This is an optimization exercise on Yosys and OpenROAD, whose aim is a short achievable clock period and few clock cycles, not a production implementation.
Only simulation tests tie the RTL to the original design; equivalence was not proved.
No activity file was given, so power comes from the tool's default toggle rates.

==> design.v <==
`timescale 1ns/100ps
package cache_pkg;
    localparam int ADDR_BITS   = 32;
    localparam int LINE_BITS   = 64;
    localparam int OFFSET_BITS = 3;
    localparam int INDEX_BITS  = 3;
    localparam int TAG_BITS    = ADDR_BITS - INDEX_BITS - OFFSET_BITS;
    typedef logic [ADDR_BITS-1:0]  addr_t;
    typedef logic [LINE_BITS-1:0]  line_t;
    typedef logic [TAG_BITS-1:0]   tag_t;
    typedef logic [INDEX_BITS-1:0] index_t;
    typedef struct packed {
        logic  write;
        addr_t addr;
        line_t wdata;
    } cache_req_t;
    typedef struct packed {
        logic  write;
        addr_t addr;
        line_t wdata;
    } mem_req_t;
    typedef enum logic [1:0] {
        MS_LOOKUP,
        MS_EVICT,
        MS_FILL
    } miss_state_e;
endpackage
`timescale 1ns/100ps
`timescale 1ns/100ps
`timescale 1ns/100ps
`timescale 1ns/100ps
`timescale 1ns/100ps
`timescale 1ns/100ps
module cache_flat (
    input  logic        clk,
    input  logic        rst_n,
    input  logic        req_valid,
    input  logic        req_write,
    input  logic [31:0] req_addr,
    input  logic [63:0] req_wdata,
    output logic        req_ready,
    output logic        rsp_valid,
    output logic [63:0] rsp_rdata,
    input  logic        rsp_ready,
    output logic        mem_req_valid,
    output logic        mem_req_write,
    output logic [31:0] mem_req_addr,
    output logic [63:0] mem_req_wdata,
    input  logic        mem_req_ready,
    input  logic        mem_rsp_valid,
    input  logic [63:0] mem_rsp_rdata
);
    localparam int MQD  = 8;     
    localparam int MQW  = 3;
    localparam int RQD  = 16;    
    localparam int RQW  = 4;
    localparam int FIDW = 5;     
    logic [1:0]      v_q    [8];
    logic [1:0]      d_q    [8];
    logic [25:0]     tag_q  [8][2];
    logic [63:0]     data_q [8][2];
    logic [1:0]      pend_q [8];
    logic [FIDW-1:0] pid_q  [8][2];
    logic [7:0]      plru_q;
    logic [FIDW-1:0] fid_q;
    logic            f_valid;
    logic [FIDW-1:0] f_id;
    logic [63:0]     f_data;
    logic        i_valid;
    logic        i_write;
    logic [31:0] i_addr;
    logic [63:0] i_wdata;
    logic [7:0]  i_sdec;
    logic [1:0]  i_hv;
    logic        i_vict;
    logic        rdy_q;
    logic [2:0]  idx;
    logic [25:0] itag;
    logic [2:0]  req_idx;
    logic [25:0] req_tag;
    logic        req_same;
    logic [1:0]  req_hv;
    logic        line_wr;
    logic        way;
    assign req_ready = rdy_q;
    assign idx       = i_addr[5:3];
    assign itag      = i_addr[31:6];
    assign req_idx   = req_addr[5:3];
    assign req_tag   = req_addr[31:6];
    assign req_same  = (req_idx == idx);
    always_comb begin
        for (int w = 0; w < 2; w++) begin
            if (line_wr && req_same && way == w) begin
                req_hv[w] = (req_tag == itag);
            end else begin
                req_hv[w] = v_q[req_idx][w] && (tag_q[req_idx][w] == req_tag);
            end
        end
    end
    always_ff @(posedge clk) begin
        i_write <= req_write;
        i_addr  <= req_addr;
        i_wdata <= req_wdata;
        for (int s = 0; s < 8; s++) begin
            i_sdec[s] <= (req_idx == s);
        end
        i_hv   <= req_hv;
        i_vict <= (i_valid && req_same) ? !way : plru_q[req_idx];
        if (!rst_n) begin
            i_valid <= 1'b0;
        end else begin
            i_valid <= req_valid && rdy_q;
        end
    end
    logic hit;
    logic hw;
    assign hit     = |i_hv;
    assign hw      = i_hv[1];
    assign way     = hit ? hw : i_vict;
    assign line_wr = i_valid && (i_write || !hit);
    logic [1:0] fill_hit [8];
    always_comb begin
        for (int s = 0; s < 8; s++) begin
            for (int w = 0; w < 2; w++) begin
                fill_hit[s][w] = f_valid && pend_q[s][w] && (pid_q[s][w] == f_id);
            end
        end
    end
    always_ff @(posedge clk) begin
        if (!rst_n) begin
            for (int s = 0; s < 8; s++) begin
                v_q[s] <= 2'b00;
            end
            plru_q <= '0;
            fid_q  <= '0;
        end else if (i_valid) begin
            for (int s = 0; s < 8; s++) begin
                if (i_sdec[s]) begin
                    plru_q[s] <= !way;
                    if (line_wr) begin
                        v_q[s][way] <= 1'b1;
                    end
                end
            end
            if (!hit) begin
                fid_q <= fid_q + 1'b1;
            end
        end
    end
    always_ff @(posedge clk) begin
        for (int s = 0; s < 8; s++) begin
            for (int w = 0; w < 2; w++) begin
                if (line_wr && i_sdec[s] && way == w) begin
                    tag_q[s][w]  <= itag;
                    d_q[s][w]    <= i_write;
                    pend_q[s][w] <= !i_write;
                    pid_q[s][w]  <= fid_q;
                end else if (fill_hit[s][w]) begin
                    pend_q[s][w] <= 1'b0;
                end
            end
        end
    end
    logic        l_wb;
    logic [25:0] l_wtag;
    always_comb begin
        l_wb   = 1'b0;
        l_wtag = '0;
        for (int s = 0; s < 8; s++) begin
            if (i_sdec[s]) begin
                l_wb   = v_q[s][i_vict] && d_q[s][i_vict];
                l_wtag = tag_q[s][i_vict];
            end
        end
    end
    logic            r_valid;
    logic            r_write;
    logic            r_hit;
    logic [1:0]      r_sel [8];    
    logic [1:0]      r_we  [8];    
    logic [2:0]      r_idx;
    logic [25:0]     r_tag;
    logic [FIDW-1:0] r_fid;
    logic [63:0]     r_wdata;
    logic            r_wb;
    logic [25:0]     r_wtag;
    always_ff @(posedge clk) begin
        r_write <= i_write;
        r_hit   <= hit;
        r_idx   <= idx;
        r_tag   <= itag;
        r_fid   <= fid_q;
        r_wdata <= i_wdata;
        r_wb    <= l_wb;
        r_wtag  <= l_wtag;
        for (int s = 0; s < 8; s++) begin
            for (int w = 0; w < 2; w++) begin
                r_sel[s][w] <= i_sdec[s] && (way == w);
                r_we[s][w]  <= i_valid && i_write && i_sdec[s] && (way == w);
            end
        end
        if (!rst_n) begin
            r_valid <= 1'b0;
        end else begin
            r_valid <= i_valid;
        end
    end
    always_ff @(posedge clk) begin
        for (int s = 0; s < 8; s++) begin
            for (int w = 0; w < 2; w++) begin
                if (r_we[s][w]) begin
                    data_q[s][w] <= r_wdata;
                end else if (fill_hit[s][w]) begin
                    data_q[s][w] <= f_data;
                end
            end
        end
    end
    logic [63:0]     r_line;
    logic            r_pend;
    logic [FIDW-1:0] r_pid;
    logic            r_byp;
    always_comb begin
        r_line = '0;
        r_pend = 1'b0;
        r_pid  = '0;
        for (int s = 0; s < 8; s++) begin
            for (int w = 0; w < 2; w++) begin
                r_line = r_line | (data_q[s][w] & {64{r_sel[s][w]}});
                r_pend = r_pend | (pend_q[s][w] & r_sel[s][w]);
                r_pid  = r_pid  | (pid_q[s][w] & {FIDW{r_sel[s][w]}});
            end
        end
    end
    assign r_byp = f_valid && (f_id == r_pid);
    logic [63:0]     rq_data [RQD];
    logic [RQD-1:0]  rq_rdy;
    logic [RQD-1:0]  rq_v;
    logic [FIDW-1:0] rq_wid  [RQD];
    logic [RQD-1:0]  rq_wp;        
    logic [RQD-1:0]  rq_rp;        
    logic [RQW:0]    rq_cnt;
    logic [RQD-1:0]  rq_fm;
    logic            rq_pop;
    logic            head_ok;
    logic [63:0]     head_data;
    logic            rv_q;
    logic [63:0]     rdata_q;
    assign rsp_valid = rv_q;
    assign rsp_rdata = rdata_q;
    logic [63:0] head_line;
    always_comb begin
        head_line = '0;
        for (int e = 0; e < RQD; e++) begin
            rq_fm[e]  = f_valid && (rq_wid[e] == f_id);
            head_line = head_line | (rq_data[e] & {64{rq_rp[e]}});
        end
    end
    assign head_data = |(rq_rp & rq_rdy) ? head_line : f_data;
    assign head_ok = |(rq_rp & rq_v & (rq_rdy | rq_fm));
    assign rq_pop  = (!rv_q || rsp_ready) && head_ok;
    always_ff @(posedge clk) begin
        for (int e = 0; e < RQD; e++) begin
            if (r_valid && rq_wp[e]) begin
                rq_rdy[e]  <= r_write || (r_hit && (!r_pend || r_byp));
                rq_wid[e]  <= r_hit ? r_pid : r_fid;
                rq_data[e] <= r_pend ? f_data : r_line;
            end else if (rq_fm[e] && !rq_rdy[e]) begin
                rq_rdy[e]  <= 1'b1;
                rq_data[e] <= f_data;
            end
        end
    end
    always_ff @(posedge clk) begin
        if (!rst_n) begin
            rq_wp  <= RQD'(1);
            rq_rp  <= RQD'(1);
            rq_v   <= '0;
            rq_cnt <= '0;
            rv_q   <= 1'b0;
        end else begin
            if (r_valid) begin
                rq_wp <= {rq_wp[RQD-2:0], rq_wp[RQD-1]};
            end
            if (rq_pop) begin
                rq_rp <= {rq_rp[RQD-2:0], rq_rp[RQD-1]};
            end
            rq_v <= (rq_v | (rq_wp & {RQD{r_valid}})) & ~(rq_rp & {RQD{rq_pop}});
            if (rq_pop) begin
                rq_cnt <= r_valid ? rq_cnt : rq_cnt - 1'b1;
            end else begin
                rq_cnt <= r_valid ? rq_cnt + 1'b1 : rq_cnt;
            end
            if (!rv_q || rsp_ready) begin
                rv_q <= rq_pop;
            end
        end
    end
    always_ff @(posedge clk) begin
        if (rq_pop) begin
            rdata_q <= head_data;
        end
    end
    logic            mq_wb    [MQD];
    logic [25:0]     mq_wtag  [MQD];
    logic [63:0]     mq_wdata [MQD];
    logic [25:0]     mq_rtag  [MQD];
    logic [2:0]      mq_set   [MQD];
    logic [FIDW-1:0] mq_fid   [MQD];
    logic [MQD-1:0]  mq_wp;        
    logic [MQD-1:0]  mq_rp;        
    logic [MQW:0]    mq_cnt;
    logic            mq_push;
    logic            mq_pop;
    assign mq_push = r_valid && !r_hit;
    always_ff @(posedge clk) begin
        for (int e = 0; e < MQD; e++) begin
            if (r_valid && mq_wp[e]) begin
                mq_wb[e]    <= r_wb;
                mq_wtag[e]  <= r_wtag;
                mq_wdata[e] <= r_line;
                mq_rtag[e]  <= r_tag;
                mq_set[e]   <= r_idx;
                mq_fid[e]   <= r_fid;
            end
        end
    end
    logic            h_wb;
    logic [25:0]     h_wtag;
    logic [63:0]     h_wdata;
    logic [25:0]     h_rtag;
    logic [2:0]      h_set;
    logic [FIDW-1:0] h_fid;
    always_comb begin
        h_wb    = 1'b0;
        h_wtag  = '0;
        h_wdata = '0;
        h_rtag  = '0;
        h_set   = '0;
        h_fid   = '0;
        for (int e = 0; e < MQD; e++) begin
            h_wb    = h_wb    | (mq_wb[e] & mq_rp[e]);
            h_wtag  = h_wtag  | (mq_wtag[e]  & {26{mq_rp[e]}});
            h_wdata = h_wdata | (mq_wdata[e] & {64{mq_rp[e]}});
            h_rtag  = h_rtag  | (mq_rtag[e]  & {26{mq_rp[e]}});
            h_set   = h_set   | (mq_set[e]   & {3{mq_rp[e]}});
            h_fid   = h_fid   | (mq_fid[e]   & {FIDW{mq_rp[e]}});
        end
    end
    logic            mv_q;
    logic            mw_q;
    logic [31:0]     maddr_q;
    logic [63:0]     mwdata_q;
    logic            second_q;    
    logic [25:0]     o_rtag;
    logic [2:0]      o_set;
    logic [FIDW-1:0] o_fid;
    logic            m_acc;
    logic            m_free;
    logic            mq_ne;
    logic            ost_read;
    logic [FIDW-1:0] ost_fid;
    assign mem_req_valid = mv_q;
    assign mem_req_write = mw_q;
    assign mem_req_addr  = maddr_q;
    assign mem_req_wdata = mwdata_q;
    assign mq_ne  = (mq_cnt != 0);
    assign m_acc  = mv_q && mem_req_ready;
    assign m_free = !mv_q || mem_req_ready;
    assign mq_pop = m_free && !(mv_q && second_q) && mq_ne;
    always_ff @(posedge clk) begin
        if (!rst_n) begin
            mv_q     <= 1'b0;
            second_q <= 1'b0;
            mq_wp    <= MQD'(1);
            mq_rp    <= MQD'(1);
            mq_cnt   <= '0;
            ost_read <= 1'b0;
        end else begin
            if (mq_push) begin
                mq_wp <= {mq_wp[MQD-2:0], mq_wp[MQD-1]};
            end
            if (mq_pop) begin
                mq_rp <= {mq_rp[MQD-2:0], mq_rp[MQD-1]};
            end
            if (mq_pop) begin
                mq_cnt <= mq_push ? mq_cnt : mq_cnt - 1'b1;
            end else begin
                mq_cnt <= mq_push ? mq_cnt + 1'b1 : mq_cnt;
            end
            if (m_free) begin
                if (mv_q && second_q) begin
                    mv_q     <= 1'b1;
                    second_q <= 1'b0;
                end else if (mq_ne) begin
                    mv_q     <= 1'b1;
                    second_q <= h_wb;
                end else begin
                    mv_q     <= 1'b0;
                    second_q <= 1'b0;
                end
            end
            if (m_acc) begin
                ost_read <= !mw_q;
            end
        end
    end
    always_ff @(posedge clk) begin
        if (m_free) begin
            if (mv_q && second_q) begin
                mw_q    <= 1'b0;
                maddr_q <= {o_rtag, o_set, 3'b000};
            end else begin
                mw_q     <= h_wb;
                maddr_q  <= {h_wb ? h_wtag : h_rtag, h_set, 3'b000};
                mwdata_q <= h_wdata;
                o_rtag   <= h_rtag;
                o_set    <= h_set;
                o_fid    <= h_fid;
            end
        end
        if (m_acc) begin
            ost_fid <= o_fid;
        end
    end
    always_ff @(posedge clk) begin
        f_id   <= ost_fid;
        f_data <= mem_rsp_rdata;
        if (!rst_n) begin
            f_valid <= 1'b0;
        end else begin
            f_valid <= mem_rsp_valid && ost_read;
        end
    end
    logic acc;
    assign acc = req_valid && rdy_q;
    always_ff @(posedge clk) begin
        if (!rst_n) begin
            rdy_q <= 1'b1;
        end else begin
            rdy_q <= (mq_cnt + r_valid + i_valid + acc + 1 <= MQD) &&
                     (rq_cnt + r_valid + i_valid + acc + 1 <= RQD);
        end
    end
endmodule
==> run.sh <==
#!/bin/bash
# synth_recipe.tcl (not shown) runs the flow's synth.tcl, then flattens the netlist and writes it again
# the make line also repeats each setting of config.mk as NAME=value (left out here)
make -C /OpenROAD-flow-scripts/flow DESIGN_CONFIG=/design/flow/config.mk WORK_HOME=/design/flow/orfs CLKGATE_MAP_FILE= SYNTH_SCRIPT=/design/flow/synth_recipe.tcl finish
==> config.mk <==
export PLATFORM = sky130hd
export DESIGN_NAME = cache_flat
export DESIGN_NICKNAME = cache_flat
export VERILOG_FILES = /design/flow/design.v
export SDC_FILE = /design/flow/constraint.sdc
export NUM_CORES = 4
export LEC_CHECK = 0
export ABC_CLOCK_PERIOD_IN_PS = 2500
export CAP_MARGIN = 20
export CORE_MARGIN = 2
export CORE_UTILIZATION = 40
export SETUP_SLACK_MARGIN = 3.3
export SLEW_MARGIN = 20
export TNS_END_PERCENT = 10
==> constraint.sdc <==
create_clock -name core_clock -period 6.0 [get_ports {clk}]
set_input_delay 1.2000 -clock core_clock [delete_from_list [all_inputs] [get_ports {clk}]]
set_output_delay 1.2000 -clock core_clock [all_outputs]
set_load 0.01 [all_outputs]
==> results of run 1 <==
## power groups by stage
stage,Clock [mW],Sequential [mW],Combinational (mW)
after floorplan,0,35.0,3.75
after global placement,0,35.4,6.73
after CTS,27.7,34.7,7.44
final,27.6,34.7,7.80
after detailed placement,0,35.4,6.80
after global routing,28.8,34.8,8.24
## logic make-up after synthesis
logic type      synth area share [%]
simple gates                    5.21
compound gates                  12.1
xor+xnor                        1.24
buf+inv                         3.11
other cells                  0.00208
flops                           69.3
mux                             8.86
fa+ha+maj                      0.136
## per-layer routing
| metal | vias up | wire (µm) | global-route usage, % |
|---|---|---|---|
| met3 | 1732 | 91300 | 7.97 |
| met4 | 22 | 38600 | 13.6 |
| li1 | 50204 | - | - |
| met5 | - | 302 | 0 |
| met1 | 62278 | 254000 | 37.5 |
| met2 | 8713 | 296000 | 42.5 |
## per-stage QoR
step	hold WS (ps)	setup WS, ps	utilization [%]
global placement	312	1580	42.3
detailed placement	312	1580	42.3
global route	326	2670	46.8
floorplan	310	1560	-
finish	324	2710	46.8
CTS	325	2690	46.2
## layout by cell type, fill, tap and decap left out, types with 65 or more instances in the layout
cell type / count
a21oi_1: 237
a221oi_1: 334
a22o_1: 287
a22oi_1: 1074
and3_1: 86
buf_12: 127
buf_4: 524
clkbuf_1: 140
clkbuf_16: 471
clkdlybuf4s50_1: 285
clkinv_1: 81
clkinv_2: 69
dfxtp_1: 369
dfxtp_4: 65
diode_2: 97
edfxtp_1: 3869
mux2_2: 1144
mux2i_1: 232
nand2_1: 1283
nand3_1: 97
nand4_1: 291
nor2_1: 247
o21ai_0: 1194
xnor2_1: 128
xor2_1: 116
## repair_timing
action,in CTS,in global routing
gates resized for setup,161,196
pin swaps,32,38
hold buffers,0,0
setup buffers,202,116
setup endpoints to repair,3955,3446
gates cloned,13,23
## registers in the layout (all words and copies together) (netlist names), 80 cells and up
signal and cells:
pid_q 80, rq_data 1024, tag_q 416, mq_rtag 208, mq_wtag 208, data_q 1024
rq_wid 80, mq_wdata 512
## how the worst max path moves through the flow
stage	from	to	depth (start not counted)	slack [ps]
after floorplan	mem_req_ready	mq_cnt[3]	12	1560
after global placement	req_addr[3]	i_hv[0]	10	1580
after detailed placement	req_addr[3]	i_hv[0]	10	1580
after CTS	rdata_q[13]	rsp_rdata[13]	1	2690
after global routing	f_id[4]	rq_cnt[4]	17	2670
final	rdata_q[13]	rsp_rdata[13]	1	2710
## area by class of cell
class                           count  area [µm²]
Fill cell                       38924      239000
Sequential cell                  4312      125000
Multi-Input combinational cell   7152       51500
Clock buffer                      630       12400
Timing Repair Buffer             1043       11000
Tap cell                         5952        7450
Clock inverter                    211        1930
Inverter                           79         353
Antenna cell                       97         243
Timing Repair inverter              1        5.00
==> results.txt, run 1 <==
sw power=17.7 mW; worst reg2reg endpoint=rq_data[11][60]; total grt overflow=0; CTS Sinks=4312; GR Util All Layers=28.2%; hold depth=0; WP data required=4800 ps; Synth top area share=64.4%; CP arrival=2090 ps; internal power=52.3 mW; Peak Freq=304 MHz; Site Rows=246; sequential area share after synthesis=69.3%; initial antenna violation count=52; worst hold start=i_wdata[37]; CP Cell Sequence=buf_2; final wirelength=681000 µm; CTS tree=done; largest net degree at the start of global routing=between 100 and 150; type of the worst setup path=reg2out; Slew HR=between 20% and 30%; RSZ-0062 raised after global routing=yes; Starting Density=around two fifths; Chip Width=676 µm; ys async rst share=0%; status=complete, no violations; Layout Cells excl Fill=19477; Synth Warn #=18; fraction of layout cells with a size suffix above 1=21.1%; Worst Hold End=r_wdata[37]; Final Net Count=around 13000; Post-synth EDFFs=3869; DRC=0; post-layout min period=3290 ps; Placeable Area=between 0.4 and 0.5 mm²; Critical-path top delay cell=edfxtp_1; CTS Buf Count=~450; CTS root buf=clkbuf_16; routed via count=around 120k; clock latency on the worst-skew pair=1080 ps; Pwr Density=333 mW/mm²; leakage power=between 60 and 70 nW; ranking of synthesized cells by area=edfxtp_1 (64%), mux2_2 (7.1%), dfxtp_1 (4.9%); Max VDD drop=0.000276 V; vias in the first global route=between 100k and 150k; clock share of power=39.3%; post-route cell area=roughly 0.21 mm²; Post-DP Area=0.190 mm²; most common cell in the netlist=edfxtp_1; IO buf count=324; Max-cap violations=0; R2R Setup Slk=2780 ps; Final setup viols=0; routability cong.=0.871; skew final=132 ps; switching fraction of total power=25.3%; CP Max Fanout=1; post-route ant nets=0; FF-to-FF Start=r_sel[0][0]; final hold vios=0; Pre-antenna DRT Iters=8; clk slew on worst S/H paths=60 ps; Startpoint Class=flip-flop; Seq pwr share=between 40 and 50%; R2R cell count=9; Starting DRT DRC Count=20140; Final TNS setup=0 ps; most frequent cells after synthesis=edfxtp_1 (3869), nand2_1 (1301), o21ai_0 (1202), mux2_2 (1144), a22oi_1 (1080); Die H=slightly below 700 µm; Worst setup EP type=output port; first-pass GRT wire length=912000 µm; Ports=331; Final Cycle Share=54.8%; drt via density=about 6.3; Hold Crit Class=reg2reg; Netlist cell types=76; Most used DFF post-synth=edfxtp_1; total power=between 70 and 80 mW; routed len/inst=between 30 and 40 µm; Cell Count Post-Placement=18184; Top Family by Delay on Critical Path=flip-flops; Area Growth Syn to Fin=16.5%; CP max stage delay=760 ps; Mapped Avg Cell Area=approximately 14 µm²; Comb power frac=11.1%; die area=0.456 mm²; Post-Syn Area=0.180 mm²; Synth Register Bits=4312; CTS Buffer Depth=4; DP Wirelength=between 300000 and 400000 µm; Worst Path Buf+Inv=1; H-tree depth=5; synthesized instance count=roughly 13000; max-slew violation count=0; Worst Tran Pin Value=~1200 ps; area leader, netlist=edfxtp_1
Testbench counts, summed over its fixed seeds: cycles 45,077.
==> run 2: changes to the inputs <==
--- a/design.v
+++ b/design.v
@@ -52,4 +52,4 @@
 );
-    localparam int MQD  = 8;     
-    localparam int MQW  = 3;
+    localparam int MQD  = 6;     
+    localparam int MQW  = 3;     
     localparam int RQD  = 16;    
@@ -73,4 +73,7 @@
     logic [7:0]  i_sdec;
-    logic [1:0]  i_hv;
-    logic        i_vict;
+    logic        i_hit;
+    logic        i_way;        
+    logic        i_lw;         
+    logic        i_wb;         
+    logic [25:0] i_wtag;       
     logic        rdy_q;
@@ -82,2 +85,6 @@
     logic [1:0]  req_hv;
+    logic        req_vict;
+    logic        req_hit;
+    logic        req_way;
+    logic        req_lw;
     logic        line_wr;
@@ -90,3 +97,14 @@
     assign req_same  = (req_idx == idx);
+    logic [1:0] req_cmp [8];
+    logic [1:0] req_pre;
     always_comb begin
+        req_pre = '0;
+        for (int s = 0; s < 8; s++) begin
+            for (int w = 0; w < 2; w++) begin
+                req_cmp[s][w] = v_q[s][w] && (tag_q[s][w] == req_tag);
+            end
+            if (req_idx == s) begin
+                req_pre = req_cmp[s];
+            end
+        end
         for (int w = 0; w < 2; w++) begin
@@ -95,3 +113,3 @@
             end else begin
-                req_hv[w] = v_q[req_idx][w] && (tag_q[req_idx][w] == req_tag);
+                req_hv[w] = req_pre[w];
             end
@@ -99,2 +117,6 @@
     end
+    assign req_vict = (i_valid && req_same) ? !way : plru_q[req_idx];
+    assign req_hit  = |req_hv;
+    assign req_way  = req_hit ? req_hv[1] : req_vict;
+    assign req_lw   = req_valid && rdy_q && (req_write || !req_hit);
     always_ff @(posedge clk) begin
@@ -106,16 +128,28 @@
         end
-        i_hv   <= req_hv;
-        i_vict <= (i_valid && req_same) ? !way : plru_q[req_idx];
+        i_hit  <= req_hit;
+        i_way  <= req_way;
+        i_wb   <= v_q[req_idx][req_vict] && d_q[req_idx][req_vict];
+        i_wtag <= tag_q[req_idx][req_vict];
         if (!rst_n) begin
             i_valid <= 1'b0;
+            i_lw    <= 1'b0;
         end else begin
             i_valid <= req_valid && rdy_q;
+            i_lw    <= req_lw;
+        end
+    end
+    logic       hit;
+    logic [1:0] i_en  [8];    
+    logic [1:0] i_sel [8];    
+    assign hit     = i_hit;
+    assign way     = i_way;
+    assign line_wr = i_lw;
+    always_comb begin
+        for (int s = 0; s < 8; s++) begin
+            for (int w = 0; w < 2; w++) begin
+                i_sel[s][w] = i_sdec[s] && (i_way == w);
+                i_en[s][w]  = i_lw && i_sdec[s] && (i_way == w);
+            end
         end
     end
-    logic hit;
-    logic hw;
-    assign hit     = |i_hv;
-    assign hw      = i_hv[1];
-    assign way     = hit ? hw : i_vict;
-    assign line_wr = i_valid && (i_write || !hit);
     logic [1:0] fill_hit [8];
@@ -139,4 +173,6 @@
                     plru_q[s] <= !way;
-                    if (line_wr) begin
-                        v_q[s][way] <= 1'b1;
+                end
+                for (int w = 0; w < 2; w++) begin
+                    if (i_en[s][w]) begin
+                        v_q[s][w] <= 1'b1;
                     end
@@ -152,3 +188,3 @@
             for (int w = 0; w < 2; w++) begin
-                if (line_wr && i_sdec[s] && way == w) begin
+                if (i_en[s][w]) begin
                     tag_q[s][w]  <= itag;
@@ -163,11 +199,13 @@
     end
-    logic        l_wb;
-    logic [25:0] l_wtag;
+    logic [1:0]      l_pend;
+    logic [1:0][FIDW-1:0] l_pid;
     always_comb begin
-        l_wb   = 1'b0;
-        l_wtag = '0;
-        for (int s = 0; s < 8; s++) begin
-            if (i_sdec[s]) begin
-                l_wb   = v_q[s][i_vict] && d_q[s][i_vict];
-                l_wtag = tag_q[s][i_vict];
+        l_pend = '0;
+        for (int w = 0; w < 2; w++) begin
+            l_pid[w] = '0;
+            for (int s = 0; s < 8; s++) begin
+                if (i_sdec[s]) begin
+                    l_pend[w] = pend_q[s][w] && !fill_hit[s][w];
+                    l_pid[w]  = pid_q[s][w];
+                end
             end
@@ -186,2 +224,5 @@
     logic [25:0]     r_wtag;
+    logic            r_way;
+    logic [1:0]      r_pendw;
+    logic [1:0][FIDW-1:0] r_pidw;
     always_ff @(posedge clk) begin
@@ -193,8 +234,11 @@
         r_wdata <= i_wdata;
-        r_wb    <= l_wb;
-        r_wtag  <= l_wtag;
+        r_wb    <= i_wb;
+        r_wtag  <= i_wtag;
+        r_way   <= way;
+        r_pendw <= l_pend;
+        r_pidw  <= l_pid;
         for (int s = 0; s < 8; s++) begin
             for (int w = 0; w < 2; w++) begin
-                r_sel[s][w] <= i_sdec[s] && (way == w);
-                r_we[s][w]  <= i_valid && i_write && i_sdec[s] && (way == w);
+                r_sel[s][w] <= i_sel[s][w];
+                r_we[s][w]  <= i_en[s][w] && i_write;
             end
@@ -224,4 +268,2 @@
         r_line = '0;
-        r_pend = 1'b0;
-        r_pid  = '0;
         for (int s = 0; s < 8; s++) begin
@@ -229,4 +271,2 @@
                 r_line = r_line | (data_q[s][w] & {64{r_sel[s][w]}});
-                r_pend = r_pend | (pend_q[s][w] & r_sel[s][w]);
-                r_pid  = r_pid  | (pid_q[s][w] & {FIDW{r_sel[s][w]}});
             end
@@ -234,2 +274,4 @@
     end
+    assign r_pend = r_pendw[r_way];
+    assign r_pid  = r_pidw[r_way];
     assign r_byp = f_valid && (f_id == r_pid);
@@ -244,2 +286,3 @@
     logic            rq_pop;
+    logic            rq_pop_q;
     logic            head_ok;
@@ -247,3 +290,5 @@
     logic            rv_q;
+    logic            rv_h;
     logic [63:0]     rdata_q;
+    logic [63:0]     rdata_h;
     assign rsp_valid = rv_q;
@@ -251,2 +296,11 @@
     logic [63:0] head_line;
+    logic [RQD-1:0]  rq_fm_q;
+    logic [FIDW-1:0] r_wid;
+    assign r_wid = r_hit ? r_pid : r_fid;
+    always_ff @(posedge clk) begin
+        for (int e = 0; e < RQD; e++) begin
+            rq_fm_q[e] <= mem_rsp_valid && ost_read &&
+                          (((r_valid && rq_wp[e]) ? r_wid : rq_wid[e]) == ost_fid);
+        end
+    end
     always_comb begin
@@ -254,3 +308,3 @@
         for (int e = 0; e < RQD; e++) begin
-            rq_fm[e]  = f_valid && (rq_wid[e] == f_id);
+            rq_fm[e]  = rq_fm_q[e];
             head_line = head_line | (rq_data[e] & {64{rq_rp[e]}});
@@ -260,3 +314,3 @@
     assign head_ok = |(rq_rp & rq_v & (rq_rdy | rq_fm));
-    assign rq_pop  = (!rv_q || rsp_ready) && head_ok;
+    assign rq_pop  = (!rv_h || rsp_ready) && head_ok;
     always_ff @(posedge clk) begin
@@ -265,3 +319,3 @@
                 rq_rdy[e]  <= r_write || (r_hit && (!r_pend || r_byp));
-                rq_wid[e]  <= r_hit ? r_pid : r_fid;
+                rq_wid[e]  <= r_wid;
                 rq_data[e] <= r_pend ? f_data : r_line;
@@ -279,3 +333,5 @@
             rq_cnt <= '0;
+            rq_pop_q <= 1'b0;
             rv_q   <= 1'b0;
+            rv_h   <= 1'b0;
         end else begin
@@ -288,3 +344,4 @@
             rq_v <= (rq_v | (rq_wp & {RQD{r_valid}})) & ~(rq_rp & {RQD{rq_pop}});
-            if (rq_pop) begin
+            rq_pop_q <= rq_pop;
+            if (rq_pop_q) begin
                 rq_cnt <= r_valid ? rq_cnt : rq_cnt - 1'b1;
@@ -293,4 +350,5 @@
             end
-            if (!rv_q || rsp_ready) begin
-                rv_q <= rq_pop;
+            rv_q <= (!rv_h || rsp_ready) ? rq_pop : rv_h;
+            if (!rv_h || rsp_ready) begin
+                rv_h <= rq_pop;
             end
@@ -301,2 +359,9 @@
             rdata_q <= head_data;
+        end else if (rv_h && !rsp_ready) begin
+            rdata_q <= rdata_h;
+        end else begin
+            rdata_q <= '0;
+        end
+        if (rq_pop) begin
+            rdata_h <= head_data;
         end
@@ -362,6 +427,42 @@
     logic [FIDW-1:0] ost_fid;
-    assign mem_req_valid = mv_q;
-    assign mem_req_write = mw_q;
-    assign mem_req_addr  = maddr_q;
-    assign mem_req_wdata = mwdata_q;
+    logic            mv_o;
+    logic            mw_o;
+    logic [31:0]     maddr_o;
+    logic [63:0]     mwdata_o;
+    logic            n_mv;
+    logic            n_mw;
+    logic [31:0]     n_maddr;
+    logic [63:0]     n_mwdata;
+    assign mem_req_valid = mv_o;
+    assign mem_req_write = mw_o;
+    assign mem_req_addr  = maddr_o;
+    assign mem_req_wdata = mwdata_o;
+    always_comb begin
+        n_mv     = mv_q;
+        n_mw     = mw_q;
+        n_maddr  = maddr_q;
+        n_mwdata = mwdata_q;
+        if (m_free) begin
+            if (mv_q && second_q) begin
+                n_mv    = 1'b1;
+                n_mw    = 1'b0;
+                n_maddr = {o_rtag, o_set, 3'b000};
+            end else begin
+                n_mv     = mq_ne;
+                n_mw     = h_wb;
+                n_maddr  = {h_wb ? h_wtag : h_rtag, h_set, 3'b000};
+                n_mwdata = h_wdata;
+            end
+        end
+    end
+    always_ff @(posedge clk) begin
+        mw_o     <= n_mv && n_mw;
+        maddr_o  <= n_mv ? n_maddr : '0;
+        mwdata_o <= (n_mv && n_mw) ? n_mwdata : '0;
+        if (!rst_n) begin
+            mv_o <= 1'b0;
+        end else begin
+            mv_o <= n_mv;
+        end
+    end
     assign mq_ne  = (mq_cnt != 0);
@@ -390,11 +491,9 @@
             end
+            mv_q <= n_mv;
             if (m_free) begin
                 if (mv_q && second_q) begin
-                    mv_q     <= 1'b1;
                     second_q <= 1'b0;
                 end else if (mq_ne) begin
-                    mv_q     <= 1'b1;
                     second_q <= h_wb;
                 end else begin
-                    mv_q     <= 1'b0;
                     second_q <= 1'b0;
@@ -408,10 +507,7 @@
     always_ff @(posedge clk) begin
+        mw_q     <= n_mw;
+        maddr_q  <= n_maddr;
+        mwdata_q <= n_mwdata;
         if (m_free) begin
-            if (mv_q && second_q) begin
-                mw_q    <= 1'b0;
-                maddr_q <= {o_rtag, o_set, 3'b000};
-            end else begin
-                mw_q     <= h_wb;
-                maddr_q  <= {h_wb ? h_wtag : h_rtag, h_set, 3'b000};
-                mwdata_q <= h_wdata;
+            if (!(mv_q && second_q)) begin
                 o_rtag   <= h_rtag;
@@ -436,2 +532,10 @@
     assign acc = req_valid && rdy_q;
+    logic [MQW+1:0] mq_sum;
+    logic [RQW+1:0] rq_sum;
+    logic           room1;
+    logic           room2;
+    assign mq_sum = mq_cnt + r_valid + i_valid;
+    assign rq_sum = rq_cnt + r_valid + i_valid;
+    assign room1  = (mq_sum <= MQD - 1) && (rq_sum <= RQD - 1);
+    assign room2  = (mq_sum <= MQD - 2) && (rq_sum <= RQD - 2);
     always_ff @(posedge clk) begin
@@ -440,4 +544,3 @@
         end else begin
-            rdy_q <= (mq_cnt + r_valid + i_valid + acc + 1 <= MQD) &&
-                     (rq_cnt + r_valid + i_valid + acc + 1 <= RQD);
+            rdy_q <= acc ? room2 : room1;
         end
--- a/config.mk
+++ b/config.mk
@@ -10,5 +10,5 @@
 export CORE_MARGIN = 2
-export CORE_UTILIZATION = 40
-export SETUP_SLACK_MARGIN = 3.3
+export CORE_UTILIZATION = 55
+export SETUP_SLACK_MARGIN = 3.5
 export SLEW_MARGIN = 20
-export TNS_END_PERCENT = 10
+export TNS_END_PERCENT = 100
==> run 2 against run 1 <==
- still clean on timing, DRC and antenna
- clock skew decreased by 93 ps
- routed wire length is 2.1% higher
- flip-flop and latch count down 33
- critical path depth increased by 10
- non-clock buffer count increased by 179
- synthesized cell count is 3.2% higher
- first-iteration DRC count rose by 8.3%
- worst setup slack better by 370 ps
- register-to-register slack better by 500 ps
- synthesized area decreased by 1.7%
- utilization increased by 18 points
- power rose by 1.1%
- highest routed layer unchanged
==> results.txt, run 2 <==
status=complete, no violations (unchanged); Pwr Density=338 mW/mm² (was 333 mW/mm²); sequential area share after synthesis=67.7% (was 69.3%); routed len/inst=38.0 µm (was 34.9 µm); first-pass GRT wire length=939000 µm (was 912000 µm); post-layout min period=2910 ps (was 3290 ps); pre-CTS WS=1130 ps (was 1580 ps); synthesized instance count=13235 (was 12824); Placeable Area=0.321 mm² (was 0.449 mm²); clock share of power=38.8% (was 39.3%); CP Max Fanout=3 (was 1); Die H=572 µm (was 676 µm); type of the worst setup path=in2reg (was reg2out); clk slew on worst S/H paths=60 ps (about the same); IO buf count=327 (was 324); leakage power=71.6 nW (was 69.9 nW); total grt overflow=0 (unchanged); Final Cycle Share=48.6% (was 54.8%); routability cong.=0.975 (was 0.871); Post-synth EDFFs=3445 (was 3869); initial antenna violation count=41 (was 52); vias in the first global route=117595 (was 114526); Starting DRT DRC Count=21807 (was 20140); ranking of synthesized cells by area=edfxtp_1 (58%), dfxtp_1 (9.4%), mux2_2 (6.6%) (was edfxtp_1 (64%), mux2_2 (7.1%), dfxtp_1 (4.9%)); switching fraction of total power=25.7% (was 25.3%); sw power=18.2 mW (was 17.7 mW); Max VDD drop=0.000355 V (was 0.000276 V); most common cell in the netlist=edfxtp_1 (unchanged); Area Growth Syn to Fin=18.0% (was 16.5%); Site Rows=208 (was 246); final hold vios=0 (unchanged); WP data required=6840 ps (was 4800 ps); Final WS setup=3090 ps (was 2710 ps); area leader, netlist=edfxtp_1 (unchanged); Pre-antenna DRT Iters=10 (was 8); die area=0.327 mm² (was 0.456 mm²); post-route ant nets=0 (unchanged); most common cell after layout, fill and taps aside=edfxtp_1 (unchanged); Worst Tran Pin Value=1240 ps (was 1200 ps); post-route cell area=0.209 mm² (was 0.210 mm²); Final Net Count=13779 (was 13220); final core utilization=65.2% (was 46.8%); Ports=331 (unchanged); Chip Width=572 µm (was 676 µm); Seq pwr share=48.4% (was 49.5%); clock latency on the worst-skew pair=1000 ps (was 1080 ps); DRC=0 (unchanged); Slew HR=17.1% (was 20.1%); Post-DP Area=0.185 mm² (was 0.190 mm²); CTS root buf=clkbuf_16 (unchanged); drt via density=6.89 (was 6.31); GR Util All Layers=41.4% (was 28.2%); most frequent cells after synthesis=edfxtp_1 (3445), nand2_1 (1378), o21ai_0 (1234), mux2_2 (1045), clkbuf_1 (1022) (was edfxtp_1 (3869), nand2_1 (1301), o21ai_0 (1202), mux2_2 (1144), a22oi_1 (1080)); ys async rst share=0% (unchanged); Synth top area share=58.3% (was 64.4%); final wirelength=695000 µm (was 681000 µm); Starting Density=55.3% (was 40.2%); Startpoint Class=primary input (was flip-flop); Worst setup EP type=flip-flop (was output port); max-slew violation count=0 (unchanged); Synth Register Bits=4279 (was 4312); total power=70.8 mW (was 70.0 mW); internal power=52.6 mW (was 52.3 mW); Post-Syn Area=0.177 mm² (was 0.180 mm²); Hold Crit Class=reg2reg (unchanged); Netlist cell types=66 (was 76); Synth Warn #=21 (was 18); R2R Setup Slk=3280 ps (was 2780 ps); CTS tree=done (unchanged); fillers=23479 (was 38924); routed via count=126187 (was 122949); commonest cells after routing, fill and taps aside=edfxtp_1 (3445), nand2_1 (1345), o21ai_0 (1197) (was edfxtp_1 (3869), nand2_1 (1283), o21ai_0 (1194)); Final TNS setup=0 ps (unchanged); Max-cap violations=0 (unchanged); Mapped Avg Cell Area=13.4 µm² (was 14.1 µm²); Most used DFF post-synth=edfxtp_1 (unchanged); Comb power frac=12.7% (was 11.1%); largest net degree at the start of global routing=140 (was 131); DP Wirelength=366000 µm (was 354000 µm); RSZ-0062 raised after global routing=yes (unchanged); Peak Freq=343 MHz (was 304 MHz); skew final=38.9 ps (was 132 ps); CP arrival=3750 ps (was 2090 ps); CTS Buf Count=439 (was 448); Final setup viols=0 (unchanged); fraction of layout cells with a size suffix above 1=23.8% (was 21.1%); CTS Buffer Depth=4 (unchanged); CTS Sinks=4279 (was 4312); H-tree depth=5 (unchanged); biggest regs=data_q: 1024 flops, rq_data: 1024 flops, tag_q: 416 flops (was data_q: 1024 flops, rq_data: 1024 flops, mq_wdata: 512 flops)
-- run 2: final timing paths --
| path | startpoint | endpoint | cells after the start |
|---|---|---|---|
| worst max-delay path | req_addr[3] | i_wtag[1] | 11 |
| worst min-delay path | i_wdata[21] | r_wdata[21] | 0 |
| worst max register to register | tag_q[11][19] | i_lw | 9 |
| worst min register to register | i_wdata[21] | r_wdata[21] | 0 |
-- run 2: cells by family after synthesis --
group | Yosys count | share of synthesized area (%)
fa+ha+maj | 12 | 0.102
mux | 1186 | 7.51
flops | 4279 | 67.7
xor+xnor | 623 | 3.08
compound gates | 3258 | 12.2
buf+inv | 1393 | 3.05
simple gates | 2484 | 6.28
-- run 2: metrics by stage --
step | cells | hold slack, ps
finish | 18312 | 325
global route | 18289 | 325
CTS | 18195 | 321
detailed placement | 16957 | 312
global placement | 16955 | 312
floorplan | 13235 | 310
-- run 2: cell type report --
class | count | area (µm²) | area share [%]
antenna | 25 | 62.6 | 0.0299
clock buffer | 632 | 12600 | 6.04
clock inverter | 191 | 1710 | 0.817
inverter | 70 | 354 | 0.169
multi-input combinational | 7585 | 54800 | 26.2
sequential | 4279 | 121000 | 57.6
tap | 4305 | 5390 | 2.57
timing repair buffer | 1222 | 13800 | 6.57
timing repair inverter | 3 | 25.0 | 0.0120
-- run 2: per-layer routing --
metal / vias to the layer above / share of wire [%] / global-route usage [%]
met5: - / 0.034 / 0
met1: 63579 / 38 / 57.9
met4: 28 / 5.0 / 18.3
li1: 51055 / - / -
met2: 9785 / 42 / 59.5
met3: 1740 / 15 / 12.9
-- run 2: critical path: stages --
cell	delay, ps
buf_12	90
buf_6	90
buf_12	90
nor2_4	30
buf_12	140
nand2_8	80
clkinvlp_4	210
buf_12	210
a222oi_1	960
a31oi_2	360
o22a_1	270
-- run 2: timing repair --
action	in CTS	in global routing
setup endpoints to repair	4857	1676
setup buffers	372	72
resized for setup	1450	324
gates cloned	43	18
hold buffers	0	0
pin swaps	91	45
-- run 2: power by group through the flow --
| stage | clock, mW | combinational [mW] | sequential (mW) |
|---|---|---|---|
| 2_1_floorplan | 0 | 4.27 | 34.6 |
| 3_3_place_gp | 0 | 7.46 | 34.9 |
| 3_5_place_dp | 0 | 7.61 | 34.9 |
| 4_1_cts | 27.5 | 8.40 | 34.3 |
| 5_1_grt | 28.7 | 9.50 | 34.4 |
| 6_report | 27.5 | 9.02 | 34.3 |
Testbench counts of run 2, summed over its fixed seeds: cycles 45,128.
==> run 3: changes to the inputs <==
--- a/config.mk
+++ b/config.mk
@@ -10,3 +10,4 @@
 export CORE_MARGIN = 2
-export CORE_UTILIZATION = 55
+export CORE_UTILIZATION = 60
+export PLACE_DENSITY = 0.66
 export SETUP_SLACK_MARGIN = 3.5
==> run 3 against run 2 <==
- routed wire length down 3.3%
- first-iteration DRC count up 5.2%
- worst hold slack about the same
- clock power down 2%
- fmax up 5.1%
- register-to-register slack worse by 50 ps
- synthesized area unchanged
- non-clock buffer count up 106
- design area up 0.52%
- sequential power about the same
- utilization up 6.3 points
- critical path depth unchanged
- critical path type unchanged
- critical endpoint is now i_lw
- largest power group unchanged
- highest routed layer unchanged
==> results.txt, run 3 <==
status=complete, no violations (unchanged); Starting Density=60.3% (was 55.3%); most frequent cells after synthesis=edfxtp_1 (3445), nand2_1 (1378), o21ai_0 (1234), mux2_2 (1045), clkbuf_1 (1022) (unchanged); largest family of logic cells by synthesized area=compound AO/OA/AOI/OAI gates (unchanged); Post-DP Area=0.185 mm² (about the same); Synth Warn #=21 (unchanged); CTS Buf Count=430 (was 439); RSZ-0062 raised after global routing=yes (unchanged); clock share of power=38.3% (was 38.8%); Synth top area share=58.3% (unchanged); GR Util All Layers=43.3% (was 41.4%); Final setup viols=0 (unchanged); DR WL met3=113000 µm (was 104000 µm); fraction of layout cells with a size suffix above 1=25.2% (was 23.8%); Ports=331 (unchanged); Die H=548 µm (was 572 µm); worst reg2reg endpoint=i_lw (unchanged); worst hold start=i_wdata[23] (was i_wdata[21]); fillers=19395 (was 23479); Hold Crit Class=reg2reg (unchanged); largest net degree at the start of global routing=128 (was 140); commonest cells after routing, fill and taps aside=edfxtp_1 (3445), nand2_1 (1350), mux2_2 (1045) (was edfxtp_1 (3445), nand2_1 (1345), o21ai_0 (1197)); Worst setup EP type=flip-flop (unchanged); Seq pwr share=48.8% (was 48.4%); routed via count=127212 (was 126187); switching fraction of total power=25.5% (was 25.7%); Mapped Avg Cell Area=13.4 µm² (unchanged); xor and xnor fraction of the mapped netlist area=3.08% (unchanged); Most used DFF post-synth=edfxtp_1 (unchanged); sequential area share after synthesis=67.7% (unchanged); sw power=17.9 mW (was 18.2 mW); skew final=47.6 ps (was 38.9 ps); Final Cycle Share=46.2% (was 48.6%); post-layout min period=2770 ps (was 2910 ps); Max VDD drop=0.000277 V (was 0.000355 V); first-pass GRT wire length=912000 µm (was 939000 µm); Starting DRT DRC Count=22948 (was 21807); CTS root buf=clkbuf_16 (unchanged); drt via density=7.05 (was 6.89); WP data required=6810 ps (was 6840 ps); FF-to-FF Start=tag_q[11][19] (unchanged); Pre-antenna DRT Iters=9 (was 10); internal power=52.4 mW (was 52.6 mW); most common cell in the netlist=edfxtp_1 (unchanged); CTS tree=done (unchanged); Post-Syn Area=0.177 mm² (unchanged); type of the worst setup path=in2reg (unchanged); final hold vios=0 (unchanged); die area=0.300 mm² (was 0.327 mm²); Slew HR=24.6% (was 17.1%); max-slew violation count=0 (unchanged); clock latency on the worst-skew pair=1010 ps (was 1000 ps); Placeable Area=0.294 mm² (was 0.321 mm²); Pwr Density=334 mW/mm² (was 338 mW/mm²); leakage power=72.4 nW (was 71.6 nW); Final TNS setup=0 ps (unchanged); Worst Tran Pin Value=1130 ps (was 1240 ps); R2R cell count=9 (unchanged); CTS Buffer Depth=4 (unchanged); most common cell after layout, fill and taps aside=edfxtp_1 (unchanged); Area Growth Syn to Fin=18.6% (was 18.0%); met2 WL post-DR=280000 µm (was 295000 µm); Site Rows=199 (was 208); Chip Width=548 µm (was 572 µm); ys async rst share=0% (unchanged); top routing layer in use=met5 (unchanged); Synth Register Bits=4279 (unchanged); ranking of synthesized cells by area=edfxtp_1 (58%), dfxtp_1 (9.4%), mux2_2 (6.6%) (unchanged); CTS Sinks=4279 (unchanged); Max-cap violations=0 (unchanged); post-route ant nets=0 (unchanged); mux share of post-synthesis cell area=7.51% (unchanged); final wirelength=672000 µm (was 695000 µm); CP arrival=3580 ps (was 3750 ps); Post-synth EDFFs=3445 (unchanged); Post-CTS Hold Fix Bufs=0 (unchanged); Netlist cell types=66 (unchanged); R2R Setup Slk=3230 ps (was 3280 ps); DP Wirelength=350000 µm (was 366000 µm); area leader, netlist=edfxtp_1 (unchanged); total grt overflow=0 (unchanged); DRC=0 (unchanged); WL met1=239000 µm (was 261000 µm); Synth Area in Compound Gates=12.2% (unchanged); hold depth=0 (unchanged); Peak Freq=361 MHz (was 343 MHz); Post-Synth Simple-Gate Area=6.28% (unchanged); initial antenna violation count=49 (was 41); CP Max Fanout=8 (was 3); IO buf count=327 (unchanged); vias in the first global route=119083 (was 117595); synthesized instance count=13235 (unchanged); post-route cell area=0.210 mm² (was 0.209 mm²); WHS=325 ps (about the same); Comb power frac=12.9% (was 12.7%); H-tree depth=5 (unchanged); routed len/inst=37.3 µm (was 38.0 µm); Startpoint Class=primary input (unchanged); Worst Hold End=r_wdata[23] (was r_wdata[21]); routability cong.=0.997 (was 0.975); adder-cell share of the synthesized area=0.102% (unchanged); clk slew on worst S/H paths=60 ps (about the same); Final Net Count=13876 (was 13779); biggest regs=data_q: 1024 flops, rq_data: 1024 flops, tag_q: 416 flops (unchanged)
run 3: cell counts after synthesis:
Identical to the previous run, type by type.
run 3: worst max-delay path by stage:
stage,start,end,slack [ps]
after floorplan,req_addr[3],i_wtag[3],3040
after global placement,req_addr[9],i_lw,1230
after detailed placement,req_addr[9],i_lw,1210
after CTS,rdy_q,req_ready,3240
after global routing,req_addr[13],i_lw,3220
final,req_addr[10],i_lw,3230
run 3: final cells by class:
class	instances	area [µm²]	share of cell area, %
sequential	4279	121000	57.3
multi-input combinational	7585	55200	26.2
timing repair buffer	1328	15100	7.19
clock buffer	623	12500	5.96
tap	3919	4900	2.33
clock inverter	186	1550	0.737
inverter	70	342	0.162
antenna	43	108	0.0511
timing repair inverter	3	22.5	0.0107
run 3: cell families after synthesis:
| group | after synthesis |
|---|---|
| buf+inv | 1393 |
| fa+ha+maj | 12 |
| mux | 1186 |
| compound gates | 3258 |
| simple gates | 2484 |
| xor+xnor | 623 |
| flops | 4279 |
run 3: metrics by stage:
step	std cells	power, mW	setup slack [ps]	util [%]
finish	18036	70.4	3230	71.5
global route	17995	72.0	3220	71.5
CTS	17790	69.4	3240	70.0
detailed placement	16578	42.3	1210	62.8
global placement	16577	42.1	1230	62.8
floorplan	13235	38.9	3040	-
run 3: power by group through the flow:
stage | sequential [mW] | clock [mW] | combinational (mW)
2_1_floorplan | 34.6 | 0 | 4.27
3_3_place_gp | 35.0 | 0 | 7.11
3_5_place_dp | 35.0 | 0 | 7.27
4_1_cts | 34.3 | 26.9 | 8.11
5_1_grt | 34.4 | 28.0 | 9.50
6_report | 34.4 | 26.9 | 9.08
run 3: timing repair:
action,CTS,global route
endpoints found under the setup margin,4607,2301
gates resized for setup,1375,689
pin swaps,66,157
gates cloned,40,43
setup buffers,363,156
run 3: layer usage:
layer  GRT usage (%)  vias to the layer above
li1                -                    51227
met1            59.1                    63046
met2            60.5                    10878
met3            16.3                     2033
met4            22.5                       28
met5               0                        -
run 3: critical path, cell delays in order:
cell and delay (ps):
clkdlybuf4s15_1 370, buf_12 270, xnor2_1 380, nand4_1 300
nor3_1 210, a22oi_1 140, nand4_1 140, buf_6 150
nor3_2 60, nor3_2 270, a21oi_1 90

-- what the ideal ports hide --
In the flow no input, the clock included, has a driving cell. The finished layouts below were timed again as built, in two steps.
Step 1 assumes that a clkbuf_16 drives the clock port and a buf_2 every other input.
Step 2 also shifts input and output timing later by t, the mid clock arrival at the registers, as if the neighbouring blocks saw the same clock.
Slacks: ideal ports / drivers / drivers and shift; pairs: ideal ports / drivers.
| run | t (ns) | slack for setup (ns) | worst slew at a driven data input, ns |
|---|---|---|---|
| run 1 | 1.131 | 2.714 / 2.595 / 1.905 | 0.24 |
| run 2 | 1.085 | 3.087 / 3.086 / 2.001 | 0.15 |
| run 3 | 1.100 | 3.229 / 3.151 / 2.163 | 0.23 |
After both steps setup and hold are still met in every run listed. For run 2, which loses most, drivers alone change the setup slack by -0.001 ns; drivers and shift together by -1.086 ns.
